This is an optimization exercise on Yosys and OpenROAD, whose aim is small area, a short achievable clock period and few clock cycles per item, not a production implementation. Where RTL was checked, it was by simulation tests only, not by an equivalence proof against the original. No activity file was given, so power comes from the tool's default toggle rates.

## v38
==> flow/design.v <==
`timescale 1ns/1ps
module fft_top (
  input  logic                       clk,
  input  logic                       reset_i,
  input  logic                       in_valid_i,
  output logic                       in_ready_o,
  input  logic [2*(4 + 4)-1:0] in_sample_i,
  output logic                       out_valid_o,
  input  logic                       out_ready_i,
  output logic [2*(4 + 4)-1:0] out_bin_o,
  output logic                       out_last_o
);
  logic [3:0][15:0] d_q, s_q, hi_q;
  logic [15:0]      bk1_q, bk3_q, bk5_q, bk7_q;
  logic [8:0]       z_q;
  logic             c7_q;
  logic [15:0]      out_q;
  logic             out_v_q;
  logic [2:0] fc_q;       
  logic       pa_cur_q;   
  logic [2:0] pa_q;       
  logic       bk_rdy_q;   
  logic [2:0] jc_q;       
  logic [2:0] ob_q;       
  logic       ir_q;       
  logic       rdy_q;      
  logic       vin_q;      
  logic [15:0] in_q;
  logic       st0_q, st1_q, w2_q, p2_q, p3_q, p4_q, p5_q, p6_q;
  logic       sa_d_q, sa_s0_q, sa_s1_q, sa_s2_q, sa_b1_q, sa_b3_q;
  logic       sb_d_q, sb_s1_q, sb_s2_q, sb_s3_q, sb_b5_q, sb_b7_q;
  logic       jx_q, j3_q;
  logic       evc_q;      
  logic fire, start, step1, out_acc, ev, jstep;
  logic op;
  assign fire    = in_valid_i && rdy_q;
  assign op      = vin_q && ir_q;
  assign start   = st0_q;
  assign step1   = st1_q;
  assign out_acc = !out_v_q || out_ready_i;
  assign ev      = out_acc && evc_q;
  assign jstep   = ev && !ob_q[2];
  logic [2:0] fc_n, pa_n, jc_n;
  logic       pa_cur_n, bk_rdy_n, ir_n;
  always_comb begin
    fc_n = op ? fc_q + 3'd1 : fc_q;
    if (op && fc_q == 3'd7)
      pa_cur_n = 1'b0;
    else if (start)
      pa_cur_n = 1'b1;
    else
      pa_cur_n = pa_cur_q;
    if (start)
      pa_n = 3'd1;
    else if (step1)
      pa_n = 3'd2;
    else if (pa_q >= 3'd2 && pa_q <= 3'd6)
      pa_n = pa_q + 3'd1;
    else
      pa_n = pa_q;
    if (p3_q)
      bk_rdy_n = 1'b1;
    else if (jstep && ob_q == 3'd3)
      bk_rdy_n = 1'b0;
    else
      bk_rdy_n = bk_rdy_q;
    if (p3_q)
      jc_n = 3'd0;
    else if (jstep)
      jc_n = jc_q + 3'd1;
    else
      jc_n = jc_q;
    case (fc_n)
      3'd0:             ir_n = (pa_n >= 3'd1);
      3'd1, 3'd2, 3'd3: ir_n = (pa_n >= 3'd2);
      3'd4, 3'd5:       ir_n = (pa_n >= 3'd4) && (jc_n >= 3'd1);
      3'd6:             ir_n = (pa_n >= 3'd4) && (jc_n >= 3'd3);
      default:          ir_n = pa_cur_n || (pa_n == 3'd7 && !bk_rdy_n);
    endcase
  end
  logic       w2_e, p2_e, p3_e, s1m_e;
  logic [2:0] ob_e;
  always_comb begin
    if (reset_i) begin
      w2_e = 1'b0;
      p2_e = 1'b0;
      p3_e = 1'b0;
      ob_e = 3'd0;
    end else begin
      w2_e = ((pa_n == 3'd7) && !bk_rdy_n && (fc_n == 3'd7) && !pa_cur_n) ||
             (pa_n == 3'd1);
      p2_e = (pa_n == 3'd2);
      p3_e = (pa_n == 3'd3);
      ob_e = ev ? ob_q + 3'd1 : ob_q;
    end
    s1m_e = w2_e || p2_e || p3_e;
  end
  always_ff @(posedge clk) begin
    sa_d_q  <= w2_e;
    sa_s0_q <= p2_e || (!s1m_e && ob_e[1:0] == 2'd0);
    sa_s1_q <= p3_e;
    sa_s2_q <= !s1m_e && ob_e[1:0] == 2'd2;
    sa_b1_q <= !s1m_e && ob_e[1:0] == 2'd1;
    sa_b3_q <= !s1m_e && ob_e[1:0] == 2'd3;
    sb_d_q  <= w2_e;
    sb_s2_q <= p2_e;
    sb_s3_q <= p3_e || (!s1m_e && ob_e[1:0] == 2'd2);
    sb_s1_q <= !s1m_e && ob_e[1:0] == 2'd0;
    sb_b5_q <= !s1m_e && ob_e[1:0] == 2'd1;
    sb_b7_q <= !s1m_e && ob_e[1:0] == 2'd3;
    jx_q    <= ob_e[1];
    j3_q    <= !s1m_e && ob_e[1:0] == 2'd3;
  end
  always_ff @(posedge clk) begin
    if (reset_i) begin
      fc_q     <= 3'd0;
      pa_cur_q <= 1'b0;
      pa_q     <= 3'd7;
      bk_rdy_q <= 1'b0;
      jc_q     <= 3'd4;
      ob_q     <= 3'd0;
      out_v_q  <= 1'b0;
      evc_q    <= 1'b0;
      ir_q     <= 1'b1;
      rdy_q    <= 1'b1;
      vin_q    <= 1'b0;
      st0_q    <= 1'b0;
      st1_q    <= 1'b0;
      w2_q     <= 1'b0;
      p2_q     <= 1'b0;
      p3_q     <= 1'b0;
      p4_q     <= 1'b0;
      p5_q     <= 1'b0;
      p6_q     <= 1'b0;
    end else begin
      st0_q    <= (pa_n == 3'd7) && !bk_rdy_n && (fc_n == 3'd7) && !pa_cur_n;
      st1_q    <= (pa_n == 3'd1) && !pa_cur_n;
      w2_q     <= ((pa_n == 3'd7) && !bk_rdy_n && (fc_n == 3'd7) && !pa_cur_n) ||
                  (pa_n == 3'd1);
      p2_q     <= (pa_n == 3'd2);
      p3_q     <= (pa_n == 3'd3);
      p4_q     <= (pa_n == 3'd4);
      p5_q     <= (pa_n == 3'd5);
      p6_q     <= (pa_n == 3'd6);
      fc_q     <= fc_n;
      pa_cur_q <= pa_cur_n;
      pa_q     <= pa_n;
      bk_rdy_q <= bk_rdy_n;
      jc_q     <= jc_n;
      ir_q     <= ir_n;
      evc_q    <= (ev ? (ob_q[2] ^ (ob_q[1:0] == 2'd3)) : ob_q[2]) || bk_rdy_n;
      vin_q    <= rdy_q ? in_valid_i : vin_q;
      rdy_q    <= !(rdy_q ? in_valid_i : vin_q) || ir_n;
      if (ev) begin
        ob_q    <= ob_q + 3'd1;
        out_v_q <= 1'b1;
      end else if (out_acc) begin
        out_v_q <= 1'b0;
      end
    end
  end
  assign in_ready_o = rdy_q;
  always_ff @(posedge clk) begin
    if (!vin_q || ir_q)
      in_q <= in_sample_i;
  end
  logic [15:0] x_sum, x_dif;
  assign x_sum = {d_q[0][15:8] + in_q[15:8], d_q[0][7:0] + in_q[7:0]};
  assign x_dif = {d_q[0][15:8] - in_q[15:8], d_q[0][7:0] - in_q[7:0]};
  always_ff @(posedge clk) begin
    if (op) begin
      d_q[0] <= d_q[1];
      d_q[1] <= d_q[2];
      d_q[2] <= d_q[3];
      d_q[3] <= fc_q[2] ? x_dif : in_q;
    end
  end
  logic [1:0]  j;
  logic        s1m;
  logic [15:0] opa, opb2;
  logic [7:0]  bx, by;
  logic        c_p, c_m;
  logic [8:0]  t_p, t_m;
  logic [7:0]  s1_lr, s1_hr, s1_p, s1_m;
  assign j   = ob_q[1:0];
  assign s1m = w2_q || p2_q || p3_q;
  assign opa = ({16{sa_d_q}}  & d_q[1]) | ({16{sa_s0_q}} & s_q[0]) |
               ({16{sa_s1_q}} & s_q[1]) | ({16{sa_s2_q}} & s_q[2]) |
               ({16{sa_b1_q}} & bk1_q)  | ({16{sa_b3_q}} & bk3_q);
  assign opb2 = ({16{sb_d_q}}  & {d_q[3][7:0], d_q[3][15:8]}) |
                ({16{sb_s1_q}} & s_q[1]) | ({16{sb_s2_q}} & s_q[2]) |
                ({16{sb_s3_q}} & s_q[3]) | ({16{sb_b5_q}} & bk5_q) |
                ({16{sb_b7_q}} & bk7_q);
  assign bx = opb2[15:8];
  assign by = opb2[7:0];
  assign c_p   = j3_q && !c7_q;
  assign c_m   = !j3_q || c7_q;
  assign t_p   = {opa[7:0], 1'b1} + {by, c_p};
  assign t_m   = {opa[7:0], 1'b1} + {~by, c_m};
  assign s1_lr = opa[15:8] + bx;
  assign s1_hr = opa[15:8] - bx;
  assign s1_p  = t_p[8:1];
  assign s1_m  = t_m[8:1];
  logic              tw7, tw_nr;
  logic signed [7:0] tw_r, tw_i;
  logic signed [8:0] tw_z;
  logic signed [12:0] tw_m;
  logic [7:0]        tw_f;
  assign tw7   = p4_q || p5_q;
  assign tw_nr = p3_q || p4_q;
  assign tw_r  = tw7 ? bk7_q[15:8] : bk5_q[15:8];
  assign tw_i  = tw7 ? bk7_q[7:0]  : bk5_q[7:0];
  assign tw_z  = tw_nr ? {tw_i[7], tw_i} - {tw_r[7], tw_r} : {tw_i[7], tw_i} + {tw_r[7], tw_r};
  assign tw_m  = {{4{z_q[8]}}, z_q} * 13'd11;
  assign tw_f  = tw_m[11:4];
  always_ff @(posedge clk) begin
    z_q <= tw_z;
    if (p6_q)
      c7_q <= (z_q[3:0] == 4'd0);
  end
  always_ff @(posedge clk) begin
    if (start) begin
      bk1_q <= {s1_lr, s1_m};                       
      bk3_q <= {s1_hr, s1_p};                       
    end
    if (step1) begin
      bk5_q <= {s1_lr, s1_m};                       
      bk7_q <= {s1_hr, s1_p};                       
    end
    if (p3_q) bk5_q[15:8] <= tw_f;          
    if (p4_q) bk5_q[7:0]  <= tw_f;          
    if (p5_q) bk7_q[15:8] <= tw_f;          
    if (p6_q) bk7_q[7:0]  <= tw_f;          
  end
  always_ff @(posedge clk) begin
    if (op && fc_q[2])
      s_q[fc_q[1:0]] <= x_sum;
    if (p2_q) begin
      s_q[0] <= {s1_lr, s1_p};                      
      s_q[2] <= {s1_hr, s1_m};                      
    end
    if (p3_q) begin
      s_q[1] <= {s1_lr, s1_p};                      
      s_q[3] <= {s1_m, s1_hr};                      
    end
  end
  logic [15:0] x_lo, x_hi;
  assign x_lo = {s1_lr, jx_q ? s1_m : s1_p};
  assign x_hi = {s1_hr, jx_q ? s1_p : s1_m};
  always_ff @(posedge clk) begin
    if (ev) begin
      out_q      <= ob_q[2] ? hi_q[0] : x_lo;
      hi_q[0]    <= hi_q[1];
      hi_q[1]    <= hi_q[2];
      hi_q[2]    <= hi_q[3];
      hi_q[3]    <= x_hi;
    end
  end
  assign out_valid_o = out_v_q;
  assign out_bin_o   = out_q;
  assign out_last_o  = (ob_q == 3'd0);
endmodule
==> flow/config.mk <==
export PLATFORM = sky130hd
export DESIGN_NAME = fft_top
export DESIGN_NICKNAME = fft_top
export VERILOG_FILES = /design/flow/design.v
export SDC_FILE = /design/flow/constraint.sdc
export NUM_CORES = 4
export LEC_CHECK = 0
export ABC_AREA = 1
export CAP_MARGIN = 20
export CORE_MARGIN = 2
export CORE_UTILIZATION = 40
export CTS_CLUSTER_DIAMETER = 100
export CTS_CLUSTER_SIZE = 24
export SETUP_SLACK_MARGIN = 3.0
export SLEW_MARGIN = 20
==> flow/constraint.sdc <==
create_clock -name core_clock -period 6.0 [get_ports {clk}]
set_input_delay 1.2000 -clock core_clock [delete_from_list [all_inputs] [get_ports {clk}]]
set_output_delay 1.2000 -clock core_clock [all_outputs]
set_load 0.01 [all_outputs]
standard.sh (not shown) runs the stock make flow with config.mk's settings and CLKGATE_MAP_FILE= SYNTH_SCRIPT=/design/flow/synth_recipe.tcl, a recipe that flattens the netlist after the stock synthesis.
==> flow/flow/run.sh <==
#!/bin/bash
# The standard layout, except that the port buffers are buf_4 cells
# instead of the default (a slow delay-buffer cell).
set -euo pipefail
export BUFFER_PORTS_ARGS="-buffer_cell sky130_fd_sc_hd__buf_4"
bash standard.sh > standard.log 2>&1
Testbench counts of v38, summed over its fixed seeds: cycles 4,200, frames 512.
What v15 does differently from v38 at the input level:
-- flow/design.v --
<<< v38, line 24
  logic [2:0] ob_q;       
  logic       ir_q;       
  logic       rdy_q;      
  logic       vin_q;      
  logic [15:0] in_q;
  logic       st0_q, st1_q, w2_q, p2_q, p3_q, p4_q, p5_q, p6_q;
  logic       sa_d_q, sa_s0_q, sa_s1_q, sa_s2_q, sa_b1_q, sa_b3_q;
>>> v15, line 24
  logic [2:0] ob_q;       
  logic       ir_q;       
  logic       st0_q, st1_q, w2_q, p2_q, p3_q, p4_q, p5_q, p6_q;
  logic       sa_d_q, sa_s0_q, sa_s1_q, sa_s2_q, sa_b1_q, sa_b3_q;
<<< v38, line 34
  logic fire, start, step1, out_acc, ev, jstep;
  logic op;
  assign fire    = in_valid_i && rdy_q;
  assign op      = vin_q && ir_q;
  assign start   = st0_q;
  assign step1   = st1_q;
>>> v15, line 31
  logic fire, start, step1, out_acc, ev, jstep;
  logic op;
  assign fire    = in_valid_i && ir_q;
  assign op      = fire;
  assign start   = st0_q;
  assign step1   = st1_q;
<<< v38, line 123
      evc_q    <= 1'b0;
      ir_q     <= 1'b1;
      rdy_q    <= 1'b1;
      vin_q    <= 1'b0;
      st0_q    <= 1'b0;
      st1_q    <= 1'b0;
>>> v15, line 120
      evc_q    <= 1'b0;
      ir_q     <= 1'b1;
      st0_q    <= 1'b0;
      st1_q    <= 1'b0;
<<< v38, line 150
      ir_q     <= ir_n;
      evc_q    <= (ev ? (ob_q[2] ^ (ob_q[1:0] == 2'd3)) : ob_q[2]) || bk_rdy_n;
      vin_q    <= rdy_q ? in_valid_i : vin_q;
      rdy_q    <= !(rdy_q ? in_valid_i : vin_q) || ir_n;
      if (ev) begin
        ob_q    <= ob_q + 3'd1;
>>> v15, line 145
      ir_q     <= ir_n;
      evc_q    <= (ev ? (ob_q[2] ^ (ob_q[1:0] == 2'd3)) : ob_q[2]) || bk_rdy_n;
      if (ev) begin
        ob_q    <= ob_q + 3'd1;
<<< v38, line 160
    end
  end
  assign in_ready_o = rdy_q;
  always_ff @(posedge clk) begin
    if (!vin_q || ir_q)
      in_q <= in_sample_i;
  end
  logic [15:0] x_sum, x_dif;
  assign x_sum = {d_q[0][15:8] + in_q[15:8], d_q[0][7:0] + in_q[7:0]};
>>> v15, line 153
    end
  end
  assign in_ready_o = ir_q;
  logic [15:0] in_q;
  assign in_q = in_sample_i;
  logic [15:0] x_sum, x_dif;
  assign x_sum = {d_q[0][15:8] + in_q[15:8], d_q[0][7:0] + in_q[7:0]};
==> summary.txt <==
Changes observed in v15 relative to v38: routed metal-1 wirelength went up; upper clock frequency limit went up.
The cell area after layout of v15 and that of v38 are within noise of each other.
Comparing v38 and v15, the lower amount of wire on met3 after detailed routing was measured on v15.
[diff] first-iteration DRC count, v15 relative to v38: regression
Compared with v38, v15 shows initial antenna violation count lower by 1.
Fraction of power consumed by the clock network in v15 vs v38: down 9.7 points
Between v15 and v38, it is v15 whose area used by multi-input combinational logic is higher, by 4.5%.
Of v38 and v15, the lower measured slew at the worst slew-check pin belongs to v38.
Compared with v38, v15 shows setup slack higher by 0.040 ns.
Comparing cell count for v38 and v15, the bigger number came from v15.
Combinational logic power up about 170% in v15 wrt v38
The met3 track demand over resource reported for v15 is smaller than that of v38 by 1.1 points.
For v15, only the layout was checked, not whether the RTL still works.


RTL: the design.v shown in full above, as it stands there.
Settings: LEC_CHECK=0, ABC_AREA=1, CAP_MARGIN=20, CORE_MARGIN=2, CORE_UTILIZATION=40, SETUP_SLACK_MARGIN=3.0, SLEW_MARGIN=20; clock period 6.0 ns.
run.sh (not shown) runs the stock make flow with config.mk's settings and CLKGATE_MAP_FILE= SYNTH_SCRIPT=/design/flow/synth_recipe.tcl, a recipe that flattens the netlist after the stock synthesis.
Stock flow here: none of the scripts above is used.
Testbench counts at the start, summed over its fixed seeds: cycles 4,200, frames 512.
Edit:
--- a/flow/design.v
+++ b/flow/design.v
@@ -20,24 +20,21 @@
   logic       pa_cur_q;   
   logic [2:0] pa_q;       
   logic       bk_rdy_q;   
   logic [2:0] jc_q;       
   logic [2:0] ob_q;       
   logic       ir_q;       
-  logic       rdy_q;      
-  logic       vin_q;      
-  logic [15:0] in_q;
   logic       st0_q, st1_q, w2_q, p2_q, p3_q, p4_q, p5_q, p6_q;
   logic       sa_d_q, sa_s0_q, sa_s1_q, sa_s2_q, sa_b1_q, sa_b3_q;
   logic       sb_d_q, sb_s1_q, sb_s2_q, sb_s3_q, sb_b5_q, sb_b7_q;
   logic       jx_q, j3_q;
   logic       evc_q;      
   logic fire, start, step1, out_acc, ev, jstep;
   logic op;
-  assign fire    = in_valid_i && rdy_q;
-  assign op      = vin_q && ir_q;
+  assign fire    = in_valid_i && ir_q;
+  assign op      = fire;
   assign start   = st0_q;
   assign step1   = st1_q;
   assign out_acc = !out_v_q || out_ready_i;
   assign ev      = out_acc && evc_q;
   assign jstep   = ev && !ob_q[2];
   logic [2:0] fc_n, pa_n, jc_n;
@@ -119,14 +116,12 @@
       bk_rdy_q <= 1'b0;
       jc_q     <= 3'd4;
       ob_q     <= 3'd0;
       out_v_q  <= 1'b0;
       evc_q    <= 1'b0;
       ir_q     <= 1'b1;
-      rdy_q    <= 1'b1;
-      vin_q    <= 1'b0;
       st0_q    <= 1'b0;
       st1_q    <= 1'b0;
       w2_q     <= 1'b0;
       p2_q     <= 1'b0;
       p3_q     <= 1'b0;
       p4_q     <= 1'b0;
@@ -146,27 +141,23 @@
       pa_cur_q <= pa_cur_n;
       pa_q     <= pa_n;
       bk_rdy_q <= bk_rdy_n;
       jc_q     <= jc_n;
       ir_q     <= ir_n;
       evc_q    <= (ev ? (ob_q[2] ^ (ob_q[1:0] == 2'd3)) : ob_q[2]) || bk_rdy_n;
-      vin_q    <= rdy_q ? in_valid_i : vin_q;
-      rdy_q    <= !(rdy_q ? in_valid_i : vin_q) || ir_n;
       if (ev) begin
         ob_q    <= ob_q + 3'd1;
         out_v_q <= 1'b1;
       end else if (out_acc) begin
         out_v_q <= 1'b0;
       end
     end
   end
-  assign in_ready_o = rdy_q;
-  always_ff @(posedge clk) begin
-    if (!vin_q || ir_q)
-      in_q <= in_sample_i;
-  end
+  assign in_ready_o = ir_q;
+  logic [15:0] in_q;
+  assign in_q = in_sample_i;
   logic [15:0] x_sum, x_dif;
   assign x_sum = {d_q[0][15:8] + in_q[15:8], d_q[0][7:0] + in_q[7:0]};
   assign x_dif = {d_q[0][15:8] - in_q[15:8], d_q[0][7:0] - in_q[7:0]};
   always_ff @(posedge clk) begin
     if (op) begin
       d_q[0] <= d_q[1];
What happened:
- die area falls by about 1.8%
- maximum frequency went down by about 1.6%
- routed wire length goes up by about 6%
- non-clock buffer count rose by 20
- clock power drops by about 3%
- worst setup slack gets worse by 48 ps
- final area went up by about 1.1%
- count of clock-buffer cells in the layout goes up by 3
The RTL of the second run of this note was laid out without a check of its function.

-- port drivers added, routing unchanged --
The flow's constraints put no driver on any port. The routed layouts listed below were extracted and timed again, unchanged, in two steps. Step 1 assumes that a clkbuf_16 drives the clock port and a buf_2 every other input. Step 2 adds t to the input delays and takes it off the output delays; t is the mean of the earliest and latest rising clock arrival at the registers after step 1. Input paths then give back, and output paths get back, about the clock's delay inside the block. a / b / c = no drivers / after step 1 / after step 2; a / b = the first two.
| run | shift t [ns] | setup slack, ns | slew at the worst register clock pin (ns) |
|---|---|---|---|
| v38 | 0.583 | 3.027 / 3.027 / 2.918 | 0.11 / 0.11 |
| v15 | 0.584 | 3.068 / 3.068 / 2.583 | 0.11 / 0.11 |
| the first run of note 2 | 0.611 | 3.088 / 3.088 / 2.589 | 0.07 / 0.07 |
| the second run of note 2 | 0.599 | 3.039 / 3.027 / 2.541 | 0.06 / 0.06 |
After both steps every run listed still meets setup and hold. For the first run of note 2, which loses most, drivers alone change the setup slack by 0.000 ns; drivers and shift together by -0.499 ns.
